This design comes from an exercise in tuning for small area, a short achievable clock period and few clock cycles per item on the open sky130 flow, not from production work.
RTL that was checked went through simulation tests only; none was proved equivalent to the original.
Power is estimated from default activity; no workload was simulated.

// ordered_list_engine_top
module ordered_list_engine_top (
    input  logic                            clk,
    input  logic                            rst_n,
    input  logic                            start,
    output logic                            busy,
    input  logic [ole_pkg::KIND_W-1:0]      kind,
    input  logic [ole_pkg::KEY_W-1:0]       key,
    input  logic [ole_pkg::VALUE_W-1:0]     value,
    input  logic [ole_pkg::INDEX_W-1:0]     index,
    output logic                            done,
    output logic [ole_pkg::STATUS_W-1:0]    status,
    output logic [ole_pkg::POSITION_W-1:0]  position,
    output logic [ole_pkg::RDATA_W-1:0]     read_data,
    output logic [ole_pkg::COUNT_W-1:0]     count
);
Settings: LEC_CHECK=0, ABC_CLOCK_PERIOD_IN_PS=3000, CAP_MARGIN=20, CORE_MARGIN=2, CORE_UTILIZATION=30, SETUP_SLACK_MARGIN=4.0, SLEW_MARGIN=20; clock period 7.0 ns.
run.sh (not shown) runs the stock make flow with config.mk's settings and CLKGATE_MAP_FILE= SYNTH_SCRIPT=/design/flow/synth_recipe.tcl, a recipe that flattens the netlist after the stock synthesis.
Change:
- ABC_CLOCK_PERIOD_IN_PS: 3000 -> default
Outcome: Die area is unchanged. Power does not change. Final cell count stays the same. Via count is unchanged. Setup slack is unchanged. Non-clock buffer count does not change. Fmax does not change.
Function was not checked in any run of this note: the RTL went through the layout flow alone.


Another version of the RTL of ordered_list_engine_top (not shown whole).
Size: roughly 0.038 sq mm of cells after synthesis.
==> flow/design.v (excerpt) <==
module ordered_list_engine_top (
    input  logic                            clk,
    input  logic                            rst_n,
    input  logic                            start,
    output logic                            busy,
    input  logic [ole_pkg::KIND_W-1:0]      kind,
    input  logic [ole_pkg::KEY_W-1:0]       key,
    input  logic [ole_pkg::VALUE_W-1:0]     value,
    input  logic [ole_pkg::INDEX_W-1:0]     index,
    output logic                            done,
    output logic [ole_pkg::STATUS_W-1:0]    status,
    output logic [ole_pkg::POSITION_W-1:0]  position,
    output logic [ole_pkg::RDATA_W-1:0]     read_data,
    output logic [ole_pkg::COUNT_W-1:0]     count
);
==> flow/config.mk <==
export PLATFORM = sky130hd
export DESIGN_NAME = ordered_list_engine_top
export DESIGN_NICKNAME = ordered_list_engine_top
export VERILOG_FILES = /design/flow/design.v
export SDC_FILE = /design/flow/constraint.sdc
export NUM_CORES = 4
export LEC_CHECK = 0
export CAP_MARGIN = 20
export CORE_MARGIN = 2
export CORE_UTILIZATION = 55
export CTS_BUF_LIST = sky130_fd_sc_hd__clkbuf_4 sky130_fd_sc_hd__clkbuf_8
export SETUP_SLACK_MARGIN = 4.0
export SLEW_MARGIN = 20
==> flow/constraint.sdc <==
create_clock -name core_clock -period 7.0 [get_ports {clk}]
set_input_delay 1.4000 -clock core_clock [delete_from_list [all_inputs] [get_ports {clk}]]
set_output_delay 1.4000 -clock core_clock [all_outputs]
set_load 0.01 [all_outputs]
standard.sh (not shown) runs the stock make flow with config.mk's settings and CLKGATE_MAP_FILE= SYNTH_SCRIPT=/design/flow/synth_recipe.tcl, a recipe that flattens the netlist after the stock synthesis.
==> flow/flow/run.sh <==
#!/bin/bash
# The standard layout, with the port buffers that buffer_ports inserts made
# plain buffers (buf_4) instead of the delay cell it picks by default.
set -euo pipefail
export BUFFER_PORTS_ARGS="-buffer_cell sky130_fd_sc_hd__buf_4"
bash standard.sh > standard.log 2>&1
The baseline produced a clean layout.
Testbench counts at the start, summed over its fixed seeds: cycles 16,032, items 16,000.
Next try:
--- a/flow/config.mk
+++ b/flow/config.mk
@@ -8,6 +8,5 @@
 export CAP_MARGIN = 20
 export CORE_MARGIN = 2
-export CORE_UTILIZATION = 55
-export CTS_BUF_LIST = sky130_fd_sc_hd__clkbuf_4 sky130_fd_sc_hd__clkbuf_8
-export SETUP_SLACK_MARGIN = 4.0
+export CORE_UTILIZATION = 45
+export SETUP_SLACK_MARGIN = 4.3
 export SLEW_MARGIN = 20
Sequential cell count stays the same; via count grows by 2.0%; cell area grows by 6.2%; register-to-register slack gets better by 0.28 ns; non-clock buffer count grows by 94.
Next try:
--- a/flow/config.mk
+++ b/flow/config.mk
@@ -8,5 +8,5 @@
 export CAP_MARGIN = 20
 export CORE_MARGIN = 2
-export CORE_UTILIZATION = 45
-export SETUP_SLACK_MARGIN = 4.3
+export CORE_UTILIZATION = 55
+export SETUP_SLACK_MARGIN = 4.0
 export SLEW_MARGIN = 20
Outcome:
- The changed run went through all stages and came out clean
- utilization is higher by 8.3 points
- sequential share of layout area is higher by 2.6 points
- design area is lower by a few percent
Next try:
==> flow/run.sh (new file) <==
#!/bin/bash
# synth_recipe.tcl (not shown) runs the flow's synth.tcl, then flattens the netlist and writes it again
# the make line also repeats each setting of config.mk as NAME=value (left out here)
make -C /OpenROAD-flow-scripts/flow DESIGN_CONFIG=/design/flow/config.mk WORK_HOME=/design/flow/orfs CLKGATE_MAP_FILE= SYNTH_SCRIPT=/design/flow/synth_recipe.tcl finish
--- a/flow/config.mk
+++ b/flow/config.mk
@@ -9,4 +9,4 @@
 export CORE_MARGIN = 2
 export CORE_UTILIZATION = 55
-export SETUP_SLACK_MARGIN = 4.0
+export SETUP_SLACK_MARGIN = 4.5
 export SLEW_MARGIN = 20
removed: flow/flow/run.sh
removed: flow/standard.sh
Effect:
- The new run ended with an error in 5_1_grt
- synthesized cell count does not change
- synthesized area does not change

[separate check: timing with driven ports]
No port has a modelled driver above. Below, the same layouts with a new extraction and two added sets of constraints. Step 1: set_driving_cell puts a clkbuf_16 on clk and a buf_2 on each other input, an assumption about the parent block. Step 2 adds t to the input delays and takes it off the output delays; t is the mean of the earliest and latest rising clock arrival at the registers after step 1. Input paths then give back, and output paths get back, about the clock's delay inside the block. Slacks: ideal / step 1 / step 2; pairs: ideal / step 1.
| run | t (ns) | setup slack, ns | latest minus earliest clock arrival (ns) | worst data-port slew with drivers (ns) | pins driven straight from the clock port |
|---|---|---|---|---|---|
| the first run of note 1 | 0.750 | 3.723 / 3.723 / 3.000 | 0.042 / 0.041 | 0.13 | 1 |
| the second run of note 1 | 0.750 | 3.723 / 3.723 / 3.000 | 0.042 / 0.041 | 0.13 | 1 |
| the first run of note 2 | 0.817 | 3.769 / 3.811 / 2.994 | 0.050 / 0.050 | 0.12 | 1 |
| the second run of note 2 | 0.736 | 4.123 / 4.166 / 3.431 | 0.037 / 0.037 | 0.11 | 1 |
| the third run of note 2 | 0.725 | 3.878 / 3.928 / 3.203 | 0.054 / 0.054 | 0.12 | 1 |
After both steps every run listed still meets setup and hold. The setup slack of the first run of note 2, which loses most, moves by +0.042 ns with the drivers and by -0.775 ns with both steps.
